Source: an optimization exercise on an open RTL-to-GDS flow (aim: small area, a short achievable clock period and few clock cycles per item). Production flows keep margins and buffers that such runs may drop. Function was checked by simulation only, so behaviour that the tests miss may differ from the original.

==> v4: inputs <==
==> flow/design.v <==
package csu_pkg;
	localparam int SUM_W = 64;
	typedef struct packed {
		logic start;
		logic ack;
	} div_cmd_t;
endpackage
module csu_accum #(
	parameter int DATA_WIDTH  = 32,
	parameter int COUNT_WIDTH = 32
) (
	input  logic                   clk,
	input  logic                   arst_n,
	input  logic                   upd,
	input  logic [DATA_WIDTH-1:0]  value,
	input  logic                   take,
	input  logic                   take_val,
	output logic [DATA_WIDTH-1:0]  minimum,
	output logic [DATA_WIDTH-1:0]  maximum,
	output logic [csu_pkg::SUM_W-1:0] total_sum,
	output logic [COUNT_WIDTH-1:0] non_null_count,
	output logic [COUNT_WIDTH-1:0] item_count,
	output logic                   all_null
);
	localparam int SUM_W = csu_pkg::SUM_W;
	logic                   seen_q;
	logic [COUNT_WIDTH-1:0] items_q;
	logic [COUNT_WIDTH-1:0] values_q;
	logic [DATA_WIDTH-1:0]  min_q;
	logic [DATA_WIDTH-1:0]  max_q;
	logic [SUM_W-1:0]       sum_q;
	always_ff @(posedge clk or negedge arst_n) begin
		if (!arst_n) begin
			seen_q   <= 1'b0;
			items_q  <= '0;
			values_q <= '0;
			min_q    <= '0;
			max_q    <= '0;
			sum_q    <= '0;
		end else if (upd) begin
			items_q  <= items_q + COUNT_WIDTH'(take && !(&items_q));
			values_q <= values_q + COUNT_WIDTH'(take_val && !(&values_q));
			sum_q    <= sum_q + (take_val ? SUM_W'($signed(value)) : '0);
			seen_q   <= seen_q || take_val;
			if (take_val && (!seen_q || $signed(value) < $signed(min_q))) begin
				min_q <= value;
			end
			if (take_val && (!seen_q || $signed(value) > $signed(max_q))) begin
				max_q <= value;
			end
		end
	end
	assign minimum        = min_q;
	assign maximum        = max_q;
	assign total_sum      = sum_q;
	assign non_null_count = values_q;
	assign item_count     = items_q;
	assign all_null       = !seen_q;
endmodule
module csu_div #(
	parameter int COUNT_WIDTH = 32,
	parameter int FRAC_BITS   = 8,
	parameter int MEAN_W      = 40,
	parameter int BEAT_W      = 34,
	parameter int STEPS       = 1
) (
	input  logic                      clk,
	input  logic                      arst_n,
	input  logic                      new_vld,
	input  logic [csu_pkg::SUM_W-1:0] new_sum,
	input  logic [COUNT_WIDTH-1:0]    new_cnt,
	input  logic [BEAT_W-1:0]         new_beat,
	input  logic                      recirc,
	output logic                      out_vld,
	output logic [MEAN_W-1:0]         out_quo,
	output logic                      out_neg,
	output logic [BEAT_W-1:0]         out_beat
);
	localparam int SUM_W = csu_pkg::SUM_W;
	localparam int CW    = COUNT_WIDTH;
	localparam int QW    = MEAN_W;
	localparam int NDIV  = QW / STEPS;
	localparam int NST   = NDIV + 3;
	logic              s0_vld;
	logic [SUM_W-1:0]  s0_sum;
	logic [FRAC_BITS-1:0] s0_x;
	logic [CW-1:0]     s0_cnt;
	logic              s0_neg;
	logic [BEAT_W-1:0] s0_beat;
	logic [NST-1:1]                vld_q;
	logic [NST-1:1][CW-1:0]        rem_q;
	logic [NST-1:1][QW-1:0]        lo_q;
	logic [NST-1:1][CW-1:0]        cnt_q;
	logic [NST-1:1]                neg_q;
	logic [NST-1:1][BEAT_W-1:0]    beat_q;
	always_ff @(posedge clk or negedge arst_n) begin
		if (!arst_n) begin
			s0_vld <= 1'b0;
		end else begin
			s0_vld <= recirc || new_vld;
		end
	end
	always_ff @(posedge clk) begin
		if (recirc) begin
			s0_sum  <= SUM_W'(out_quo[QW-1:FRAC_BITS]);
			s0_x    <= out_quo[FRAC_BITS-1:0];
			s0_cnt  <= CW'(1);
			s0_neg  <= out_neg;
			s0_beat <= out_beat;
		end else begin
			s0_sum  <= new_sum;
			s0_x    <= '0;
			s0_cnt  <= new_cnt;
			s0_neg  <= 1'b0;
			s0_beat <= new_beat;
		end
	end
	logic             s0_zero;
	logic             s0_sneg;
	logic [SUM_W-1:0] s0_mag;
	assign s0_zero = (s0_cnt == '0);
	assign s0_sneg = s0_sum[SUM_W-1];
	assign s0_mag  = s0_sneg ? (SUM_W'(0) - s0_sum) : s0_sum;
	always_ff @(posedge clk or negedge arst_n) begin
		if (!arst_n) begin
			vld_q[1] <= 1'b0;
		end else begin
			vld_q[1] <= s0_vld;
		end
	end
	always_ff @(posedge clk) begin
		rem_q[1]  <= s0_zero ? '0 : s0_mag[SUM_W-1:SUM_W-CW];
		lo_q[1]   <= s0_zero ? '0 : {s0_mag[SUM_W-CW-1:0], s0_x};
		cnt_q[1]  <= s0_zero ? CW'(1) : s0_cnt;
		neg_q[1]  <= !s0_zero && (s0_sneg || s0_neg);
		beat_q[1] <= s0_beat;
	end
	logic          s1_ovf;
	logic [QW-1:0] s1_lim;
	assign s1_ovf = rem_q[1] >= cnt_q[1];
	assign s1_lim = neg_q[1] ? (QW'(1) << (QW - 1)) : ((QW'(1) << (QW - 1)) - 1'b1);
	always_ff @(posedge clk or negedge arst_n) begin
		if (!arst_n) begin
			vld_q[2] <= 1'b0;
		end else begin
			vld_q[2] <= vld_q[1];
		end
	end
	always_ff @(posedge clk) begin
		rem_q[2]  <= s1_ovf ? '0 : rem_q[1];
		lo_q[2]   <= s1_ovf ? s1_lim : lo_q[1];
		cnt_q[2]  <= s1_ovf ? CW'(1) : cnt_q[1];
		neg_q[2]  <= neg_q[1];
		beat_q[2] <= beat_q[1];
	end
	for (genvar i = 3; i < NST; i++) begin : g_div
		logic [CW-1:0] rem_n;
		logic [QW-1:0] lo_n;
		always_comb begin
			logic [CW:0] sh;
			logic [CW:0] df;
			rem_n = rem_q[i-1];
			lo_n  = lo_q[i-1];
			for (int k = 0; k < STEPS; k++) begin
				sh    = {rem_n, lo_n[QW-1]};
				df    = sh - {1'b0, cnt_q[i-1]};
				rem_n = df[CW] ? sh[CW-1:0] : df[CW-1:0];
				lo_n  = {lo_n[QW-2:0], !df[CW]};
			end
		end
		always_ff @(posedge clk or negedge arst_n) begin
			if (!arst_n) begin
				vld_q[i] <= 1'b0;
			end else begin
				vld_q[i] <= vld_q[i-1];
			end
		end
		always_ff @(posedge clk) begin
			rem_q[i]  <= rem_n;
			lo_q[i]   <= lo_n;
			cnt_q[i]  <= cnt_q[i-1];
			neg_q[i]  <= neg_q[i-1];
			beat_q[i] <= beat_q[i-1];
		end
	end
	assign out_vld  = vld_q[NST-1];
	assign out_quo  = lo_q[NST-1];
	assign out_neg  = neg_q[NST-1];
	assign out_beat = beat_q[NST-1];
endmodule
module column_running_statistics_unit #(
	parameter int DATA_WIDTH  = 32,
	parameter int COUNT_WIDTH = 32,
	parameter int FRAC_BITS   = 8
) (
	input  logic                clk,
	input  logic                arst_n,
	input  logic                cfg_we,
	input  logic                cfg_wdata,
	input  logic                s_tvalid,
	output logic                s_tready,
	input  logic [((DATA_WIDTH+7)/8)*8-1:0] s_tdata,
	input  logic                s_tuser,
	output logic                m_tvalid,
	input  logic                m_tready,
	output logic [((2*DATA_WIDTH + 64 + (((DATA_WIDTH+FRAC_BITS) > 64) ? 64 :
		(DATA_WIDTH+FRAC_BITS)) + 2*COUNT_WIDTH + 7)/8)*8-1:0] m_tdata,
	output logic                m_tuser
);
	localparam int SUM_W  = csu_pkg::SUM_W;
	localparam int MEAN_W = ((DATA_WIDTH + FRAC_BITS) > 64) ? 64 : (DATA_WIDTH + FRAC_BITS);
	localparam int OUT_W  = 2*DATA_WIDTH + SUM_W + MEAN_W + 2*COUNT_WIDTH;
	localparam int OUT_TW = ((OUT_W + 7) / 8) * 8;
	localparam int BEAT_W = DATA_WIDTH + 2;
	localparam int STEPS  = 1;
	localparam int NST    = MEAN_W / STEPS + 3;
	localparam int ROT_W  = $clog2(NST);
	logic                   frozen_q;
	logic [BEAT_W-1:0]      port_beat;
	logic                   accept;
	logic                   in_vld_q;
	logic [BEAT_W-1:0]      in_beat_q;
	logic                   sk_vld_q;
	logic [BEAT_W-1:0]      sk_beat_q;
	logic [SUM_W-1:0]       sum_q;
	logic [COUNT_WIDTH-1:0] cnt_q;
	logic [SUM_W-1:0]       sum_n;
	logic [COUNT_WIDTH-1:0] cnt_n;
	logic [ROT_W-1:0]       rot_q;
	logic                   m_valid_q;
	logic [MEAN_W-1:0]      mean_q;
	logic                   out_vld;
	logic [MEAN_W-1:0]      out_quo;
	logic                   out_neg;
	logic [BEAT_W-1:0]      out_beat;
	logic                   rotating;
	logic                   can_out;
	logic                   recirc;
	logic                   load;
	logic                   go;
	logic                   in_free;
	logic [DATA_WIDTH-1:0]  minimum;
	logic [DATA_WIDTH-1:0]  maximum;
	logic [SUM_W-1:0]       total_sum;
	logic [COUNT_WIDTH-1:0] non_null_count;
	logic [COUNT_WIDTH-1:0] item_count;
	logic                   all_null;
	assign port_beat = {!frozen_q && !s_tuser, !frozen_q, s_tdata[DATA_WIDTH-1:0]};
	assign accept    = s_tvalid && !sk_vld_q;
	assign s_tready  = !sk_vld_q;
	assign rotating = (rot_q != '0);
	assign can_out  = !m_valid_q || m_tready;
	assign recirc   = out_vld && (rotating || !can_out);
	assign load     = out_vld && !rotating && can_out;
	assign go       = in_vld_q && !rotating && !(out_vld && !can_out);
	assign in_free  = !in_vld_q || go;
	always_ff @(posedge clk or negedge arst_n) begin
		if (!arst_n) begin
			frozen_q <= 1'b0;
		end else if (cfg_we) begin
			frozen_q <= cfg_wdata;
		end
	end
	always_ff @(posedge clk or negedge arst_n) begin
		if (!arst_n) begin
			in_vld_q <= 1'b0;
			sk_vld_q <= 1'b0;
		end else begin
			if (in_free) begin
				in_vld_q <= sk_vld_q || accept;
				sk_vld_q <= 1'b0;
			end else if (accept) begin
				sk_vld_q <= 1'b1;
			end
		end
	end
	always_ff @(posedge clk) begin
		if (in_free) begin
			in_beat_q <= sk_vld_q ? sk_beat_q : port_beat;
		end
		if (!in_free && !sk_vld_q) begin
			sk_beat_q <= port_beat;
		end
	end
	assign sum_n = sum_q + (in_beat_q[BEAT_W-1] ? SUM_W'($signed(in_beat_q[DATA_WIDTH-1:0])) : '0);
	assign cnt_n = cnt_q + COUNT_WIDTH'(in_beat_q[BEAT_W-1] && !(&cnt_q));
	always_ff @(posedge clk or negedge arst_n) begin
		if (!arst_n) begin
			sum_q <= '0;
			cnt_q <= '0;
		end else if (go) begin
			sum_q <= sum_n;
			cnt_q <= cnt_n;
		end
	end
	csu_div #(
		.COUNT_WIDTH(COUNT_WIDTH),
		.FRAC_BITS  (FRAC_BITS),
		.MEAN_W     (MEAN_W),
		.BEAT_W     (BEAT_W),
		.STEPS      (STEPS)
	) u_div (
		.clk     (clk),
		.arst_n  (arst_n),
		.new_vld (go),
		.new_sum (sum_n),
		.new_cnt (cnt_n),
		.new_beat(in_beat_q),
		.recirc  (recirc),
		.out_vld (out_vld),
		.out_quo (out_quo),
		.out_neg (out_neg),
		.out_beat(out_beat)
	);
	always_ff @(posedge clk or negedge arst_n) begin
		if (!arst_n) begin
			rot_q <= '0;
		end else if (out_vld && !rotating && !can_out) begin
			rot_q <= ROT_W'(NST - 1);
		end else if (rotating) begin
			rot_q <= rot_q - 1'b1;
		end
	end
	logic [MEAN_W-1:0] lim;
	logic [MEAN_W-1:0] quo_sat;
	assign lim     = out_neg ? (MEAN_W'(1) << (MEAN_W - 1)) : ((MEAN_W'(1) << (MEAN_W - 1)) - 1'b1);
	assign quo_sat = (out_quo > lim) ? lim : out_quo;
	always_ff @(posedge clk or negedge arst_n) begin
		if (!arst_n) begin
			m_valid_q <= 1'b0;
		end else if (load) begin
			m_valid_q <= 1'b1;
		end else if (m_tready) begin
			m_valid_q <= 1'b0;
		end
	end
	always_ff @(posedge clk) begin
		if (load) begin
			mean_q <= out_neg ? (MEAN_W'(0) - quo_sat) : quo_sat;
		end
	end
	csu_accum #(
		.DATA_WIDTH (DATA_WIDTH),
		.COUNT_WIDTH(COUNT_WIDTH)
	) u_accum (
		.clk           (clk),
		.arst_n        (arst_n),
		.upd           (load),
		.value         (out_beat[DATA_WIDTH-1:0]),
		.take          (out_beat[DATA_WIDTH]),
		.take_val      (out_beat[DATA_WIDTH+1]),
		.minimum       (minimum),
		.maximum       (maximum),
		.total_sum     (total_sum),
		.non_null_count(non_null_count),
		.item_count    (item_count),
		.all_null      (all_null)
	);
	assign m_tvalid = m_valid_q;
	assign m_tdata  = OUT_TW'({item_count, non_null_count, mean_q, total_sum, maximum, minimum});
	assign m_tuser  = all_null;
endmodule
==> flow/run.sh <==
#!/bin/bash
# synth_recipe.tcl (not shown) runs the flow's synth.tcl, then flattens the netlist and writes it again
# the make line also repeats each setting of config.mk as NAME=value (left out here)
make -C /OpenROAD-flow-scripts/flow DESIGN_CONFIG=/design/flow/config.mk WORK_HOME=/design/flow/orfs CLKGATE_MAP_FILE= SYNTH_SCRIPT=/design/flow/synth_recipe.tcl finish
==> flow/config.mk <==
export PLATFORM = sky130hd
export DESIGN_NAME = column_running_statistics_unit
export DESIGN_NICKNAME = column_running_statistics_unit
export VERILOG_FILES = /design/flow/design.v
export SDC_FILE = /design/flow/constraint.sdc
export NUM_CORES = 4
export LEC_CHECK = 0
export CAP_MARGIN = 20
export CORE_MARGIN = 2
export CORE_UTILIZATION = 40
export SLEW_MARGIN = 20
==> flow/constraint.sdc <==
create_clock -name core_clock -period 7.0 [get_ports {clk}]
set_input_delay 1.4000 -clock core_clock [delete_from_list [all_inputs] [get_ports {clk}]]
set_output_delay 1.4000 -clock core_clock [all_outputs]
set_load 0.01 [all_outputs]
==> v10: changes against v4 <==
--- a/flow/design.v
+++ b/flow/design.v
@@ -81,5 +81,5 @@
 	localparam int QW    = MEAN_W;
 	localparam int NDIV  = QW / STEPS;
-	localparam int NST   = NDIV + 3;
+	localparam int NST   = NDIV + 2;
 	logic              s0_vld;
 	logic [SUM_W-1:0]  s0_sum;
@@ -91,5 +91,5 @@
 	logic [NST-1:1][CW-1:0]        rem_q;
 	logic [NST-1:1][QW-1:0]        lo_q;
-	logic [NST-1:1][CW-1:0]        cnt_q;
+	logic [NST-1:1][CW-1:0]        ncnt_q;   
 	logic [NST-1:1]                neg_q;
 	logic [NST-1:1][BEAT_W-1:0]    beat_q;
@@ -119,7 +119,13 @@
 	logic             s0_sneg;
 	logic [SUM_W-1:0] s0_mag;
+	logic [CW-1:0]    s0_hi;
+	logic             s0_ovf;
+	logic [QW-1:0]    s0_lim;
 	assign s0_zero = (s0_cnt == '0);
 	assign s0_sneg = s0_sum[SUM_W-1];
 	assign s0_mag  = s0_sneg ? (SUM_W'(0) - s0_sum) : s0_sum;
+	assign s0_hi   = s0_mag[SUM_W-1:SUM_W-CW];
+	assign s0_ovf  = s0_hi >= s0_cnt;
+	assign s0_lim  = s0_sneg ? (QW'(1) << (QW - 1)) : ((QW'(1) << (QW - 1)) - 1'b1);
 	always_ff @(posedge clk or negedge arst_n) begin
 		if (!arst_n) begin
@@ -130,41 +136,23 @@
 	end
 	always_ff @(posedge clk) begin
-		rem_q[1]  <= s0_zero ? '0 : s0_mag[SUM_W-1:SUM_W-CW];
-		lo_q[1]   <= s0_zero ? '0 : {s0_mag[SUM_W-CW-1:0], s0_x};
-		cnt_q[1]  <= s0_zero ? CW'(1) : s0_cnt;
+		rem_q[1]  <= (s0_zero || s0_ovf) ? '0 : s0_hi;
+		lo_q[1]   <= s0_zero ? '0 : (s0_ovf ? s0_lim : {s0_mag[SUM_W-CW-1:0], s0_x});
+		ncnt_q[1] <= (s0_zero || s0_ovf) ? '1 : (CW'(0) - s0_cnt);
 		neg_q[1]  <= !s0_zero && (s0_sneg || s0_neg);
 		beat_q[1] <= s0_beat;
 	end
-	logic          s1_ovf;
-	logic [QW-1:0] s1_lim;
-	assign s1_ovf = rem_q[1] >= cnt_q[1];
-	assign s1_lim = neg_q[1] ? (QW'(1) << (QW - 1)) : ((QW'(1) << (QW - 1)) - 1'b1);
-	always_ff @(posedge clk or negedge arst_n) begin
-		if (!arst_n) begin
-			vld_q[2] <= 1'b0;
-		end else begin
-			vld_q[2] <= vld_q[1];
-		end
-	end
-	always_ff @(posedge clk) begin
-		rem_q[2]  <= s1_ovf ? '0 : rem_q[1];
-		lo_q[2]   <= s1_ovf ? s1_lim : lo_q[1];
-		cnt_q[2]  <= s1_ovf ? CW'(1) : cnt_q[1];
-		neg_q[2]  <= neg_q[1];
-		beat_q[2] <= beat_q[1];
-	end
-	for (genvar i = 3; i < NST; i++) begin : g_div
+	for (genvar i = 2; i < NST; i++) begin : g_div
 		logic [CW-1:0] rem_n;
 		logic [QW-1:0] lo_n;
 		always_comb begin
-			logic [CW:0] sh;
-			logic [CW:0] df;
+			logic [CW:0]   sh;
+			logic [CW+1:0] df;
 			rem_n = rem_q[i-1];
 			lo_n  = lo_q[i-1];
 			for (int k = 0; k < STEPS; k++) begin
 				sh    = {rem_n, lo_n[QW-1]};
-				df    = sh - {1'b0, cnt_q[i-1]};
-				rem_n = df[CW] ? sh[CW-1:0] : df[CW-1:0];
-				lo_n  = {lo_n[QW-2:0], !df[CW]};
+				df    = {1'b0, sh} + {2'b01, ncnt_q[i-1]};
+				rem_n = df[CW+1] ? df[CW-1:0] : sh[CW-1:0];
+				lo_n  = {lo_n[QW-2:0], df[CW+1]};
 			end
 		end
@@ -179,5 +167,5 @@
 			rem_q[i]  <= rem_n;
 			lo_q[i]   <= lo_n;
-			cnt_q[i]  <= cnt_q[i-1];
+			ncnt_q[i] <= ncnt_q[i-1];
 			neg_q[i]  <= neg_q[i-1];
 			beat_q[i] <= beat_q[i-1];
@@ -213,6 +201,6 @@
 	localparam int OUT_TW = ((OUT_W + 7) / 8) * 8;
 	localparam int BEAT_W = DATA_WIDTH + 2;
-	localparam int STEPS  = 1;
-	localparam int NST    = MEAN_W / STEPS + 3;
+	localparam int STEPS  = 2;
+	localparam int NST    = MEAN_W / STEPS + 2;
 	localparam int ROT_W  = $clog2(NST);
 	logic                   frozen_q;
@@ -322,8 +310,7 @@
 		end
 	end
-	logic [MEAN_W-1:0] lim;
-	logic [MEAN_W-1:0] quo_sat;
-	assign lim     = out_neg ? (MEAN_W'(1) << (MEAN_W - 1)) : ((MEAN_W'(1) << (MEAN_W - 1)) - 1'b1);
-	assign quo_sat = (out_quo > lim) ? lim : out_quo;
+	logic [MEAN_W-1:0] mean_n;
+	assign mean_n = out_quo[MEAN_W-1] ? {out_neg, {(MEAN_W-1){!out_neg}}} :
+		((out_quo ^ {MEAN_W{out_neg}}) + MEAN_W'(out_neg));
 	always_ff @(posedge clk or negedge arst_n) begin
 		if (!arst_n) begin
@@ -337,5 +324,5 @@
 	always_ff @(posedge clk) begin
 		if (load) begin
-			mean_q <= out_neg ? (MEAN_W'(0) - quo_sat) : quo_sat;
+			mean_q <= mean_n;
 		end
 	end
- SETUP_SLACK_MARGIN: unset -> 3.0
==> v32: changes against v4 <==
--- a/flow/design.v
+++ b/flow/design.v
@@ -81,5 +81,5 @@
 	localparam int QW    = MEAN_W;
 	localparam int NDIV  = QW / STEPS;
-	localparam int NST   = NDIV + 3;
+	localparam int NST   = NDIV + 2;
 	logic              s0_vld;
 	logic [SUM_W-1:0]  s0_sum;
@@ -91,5 +91,5 @@
 	logic [NST-1:1][CW-1:0]        rem_q;
 	logic [NST-1:1][QW-1:0]        lo_q;
-	logic [NST-1:1][CW-1:0]        cnt_q;
+	logic [NST-1:1][CW-1:0]        ncnt_q;   
 	logic [NST-1:1]                neg_q;
 	logic [NST-1:1][BEAT_W-1:0]    beat_q;
@@ -119,7 +119,13 @@
 	logic             s0_sneg;
 	logic [SUM_W-1:0] s0_mag;
+	logic [CW-1:0]    s0_hi;
+	logic             s0_ovf;
+	logic [QW-1:0]    s0_lim;
 	assign s0_zero = (s0_cnt == '0);
 	assign s0_sneg = s0_sum[SUM_W-1];
 	assign s0_mag  = s0_sneg ? (SUM_W'(0) - s0_sum) : s0_sum;
+	assign s0_hi   = s0_mag[SUM_W-1:SUM_W-CW];
+	assign s0_ovf  = s0_hi >= s0_cnt;
+	assign s0_lim  = s0_sneg ? (QW'(1) << (QW - 1)) : ((QW'(1) << (QW - 1)) - 1'b1);
 	always_ff @(posedge clk or negedge arst_n) begin
 		if (!arst_n) begin
@@ -130,41 +136,23 @@
 	end
 	always_ff @(posedge clk) begin
-		rem_q[1]  <= s0_zero ? '0 : s0_mag[SUM_W-1:SUM_W-CW];
-		lo_q[1]   <= s0_zero ? '0 : {s0_mag[SUM_W-CW-1:0], s0_x};
-		cnt_q[1]  <= s0_zero ? CW'(1) : s0_cnt;
+		rem_q[1]  <= (s0_zero || s0_ovf) ? '0 : s0_hi;
+		lo_q[1]   <= s0_zero ? '0 : (s0_ovf ? s0_lim : {s0_mag[SUM_W-CW-1:0], s0_x});
+		ncnt_q[1] <= (s0_zero || s0_ovf) ? '1 : (CW'(0) - s0_cnt);
 		neg_q[1]  <= !s0_zero && (s0_sneg || s0_neg);
 		beat_q[1] <= s0_beat;
 	end
-	logic          s1_ovf;
-	logic [QW-1:0] s1_lim;
-	assign s1_ovf = rem_q[1] >= cnt_q[1];
-	assign s1_lim = neg_q[1] ? (QW'(1) << (QW - 1)) : ((QW'(1) << (QW - 1)) - 1'b1);
-	always_ff @(posedge clk or negedge arst_n) begin
-		if (!arst_n) begin
-			vld_q[2] <= 1'b0;
-		end else begin
-			vld_q[2] <= vld_q[1];
-		end
-	end
-	always_ff @(posedge clk) begin
-		rem_q[2]  <= s1_ovf ? '0 : rem_q[1];
-		lo_q[2]   <= s1_ovf ? s1_lim : lo_q[1];
-		cnt_q[2]  <= s1_ovf ? CW'(1) : cnt_q[1];
-		neg_q[2]  <= neg_q[1];
-		beat_q[2] <= beat_q[1];
-	end
-	for (genvar i = 3; i < NST; i++) begin : g_div
+	for (genvar i = 2; i < NST; i++) begin : g_div
 		logic [CW-1:0] rem_n;
 		logic [QW-1:0] lo_n;
 		always_comb begin
-			logic [CW:0] sh;
-			logic [CW:0] df;
+			logic [CW:0]   sh;
+			logic [CW+1:0] df;
 			rem_n = rem_q[i-1];
 			lo_n  = lo_q[i-1];
 			for (int k = 0; k < STEPS; k++) begin
 				sh    = {rem_n, lo_n[QW-1]};
-				df    = sh - {1'b0, cnt_q[i-1]};
-				rem_n = df[CW] ? sh[CW-1:0] : df[CW-1:0];
-				lo_n  = {lo_n[QW-2:0], !df[CW]};
+				df    = {1'b0, sh} + {2'b01, ncnt_q[i-1]};
+				rem_n = df[CW+1] ? df[CW-1:0] : sh[CW-1:0];
+				lo_n  = {lo_n[QW-2:0], df[CW+1]};
 			end
 		end
@@ -179,5 +167,5 @@
 			rem_q[i]  <= rem_n;
 			lo_q[i]   <= lo_n;
-			cnt_q[i]  <= cnt_q[i-1];
+			ncnt_q[i] <= ncnt_q[i-1];
 			neg_q[i]  <= neg_q[i-1];
 			beat_q[i] <= beat_q[i-1];
@@ -213,6 +201,6 @@
 	localparam int OUT_TW = ((OUT_W + 7) / 8) * 8;
 	localparam int BEAT_W = DATA_WIDTH + 2;
-	localparam int STEPS  = 1;
-	localparam int NST    = MEAN_W / STEPS + 3;
+	localparam int STEPS  = 2;
+	localparam int NST    = MEAN_W / STEPS + 2;
 	localparam int ROT_W  = $clog2(NST);
 	logic                   frozen_q;
@@ -322,8 +310,7 @@
 		end
 	end
-	logic [MEAN_W-1:0] lim;
-	logic [MEAN_W-1:0] quo_sat;
-	assign lim     = out_neg ? (MEAN_W'(1) << (MEAN_W - 1)) : ((MEAN_W'(1) << (MEAN_W - 1)) - 1'b1);
-	assign quo_sat = (out_quo > lim) ? lim : out_quo;
+	logic [MEAN_W-1:0] mean_n;
+	assign mean_n = out_quo[MEAN_W-1] ? {out_neg, {(MEAN_W-1){!out_neg}}} :
+		((out_quo ^ {MEAN_W{out_neg}}) + MEAN_W'(out_neg));
 	always_ff @(posedge clk or negedge arst_n) begin
 		if (!arst_n) begin
@@ -337,5 +324,5 @@
 	always_ff @(posedge clk) begin
 		if (load) begin
-			mean_q <= out_neg ? (MEAN_W'(0) - quo_sat) : quo_sat;
+			mean_q <= mean_n;
 		end
 	end
- SETUP_SLACK_MARGIN: unset -> 3.8
==> run summary <==
Outcome: v10 timing/DRC/antenna clean; v32 timing/DRC/antenna clean; v4 timing/DRC/antenna clean
Max stage delay on crit path: v10 520 ps; v32 650 ps; v4 650 ps
Path depth of the worst reg2reg path: v10 31; v32 26; v4 20
Share of the final layout cell area in multi-input gates: v10 47.3%; v32 47.9%; v4 34.5%
Starting utilization of the core area: v10 40.2%; v32 40.2%; v4 40.1%
Setup slack after layout: v10 364 ps; v32 386 ps; v4 1390 ps
Sinks on the clock net: v10 3,422; v32 3,422; v4 6,363
Instance count after placement with tap cells included: v10 22,400; v32 22,000; v4 27,800
Measured slew at the worst slew-check pin: v10 1150 ps; v32 1200 ps; v4 1150 ps
Met1 Use GR: v10 26.8%; v32 28.5%; v4 22.1%
Number of instances in the synthesized netlist: v10 16,500; v32 16,500; v4 20,200
Beginning of the critical path: v10 u_div.rem_q[192]$_DFF_P_; v32 u_div.rem_q[192]$_DFF_P_; v4 u_div.neg_q[42]$_DFF_P_
Worst Hold Margin: v10 289 ps; v32 270 ps; v4 299 ps
Placed standard-cell area: v10 179,000 µm²; v32 176,000 µm²; v4 240,000 µm²
CTS HTree Levels: v10 5; v32 5; v4 6
Fraction of the yosys area taken by sequential cells: v10 43.9%; v32 43.9%; v4 57.0%
Testbench counts of v4, summed over its fixed seeds: cycles 3,560, items 3,200.
Testbench counts of v10, summed over its fixed seeds: cycles 3,392, items 3,200.
Testbench counts of v32, summed over its fixed seeds: cycles 3,392, items 3,200.

==> re-timing with driven ports <==
No port has a modelled driver above. Below, the same layouts with a new extraction and two added sets of constraints.
Step 1 sets driving cells, clkbuf_16 on the clock port and buf_2 on the other inputs (assumed; they add their load-dependent delay and slew).
Step 2 also shifts input and output timing later by t, the mid clock arrival at the registers, as if the neighbouring blocks saw the same clock.
Three values: no drivers, after step 1, after step 2; two values: the first two.
| run | t (ns) | slack for setup (ns) | worst setup path at the end |
|---|---|---|---|
| v4 | 1.181 | 1.392 / 1.392 / 1.392 | register to register |
| v10 | 1.079 | 0.364 / 0.364 / 0.364 | register to register |
| v32 | 1.042 | 0.386 / 0.386 / 0.386 | register to register |
After both steps setup and hold are still met in every run listed.
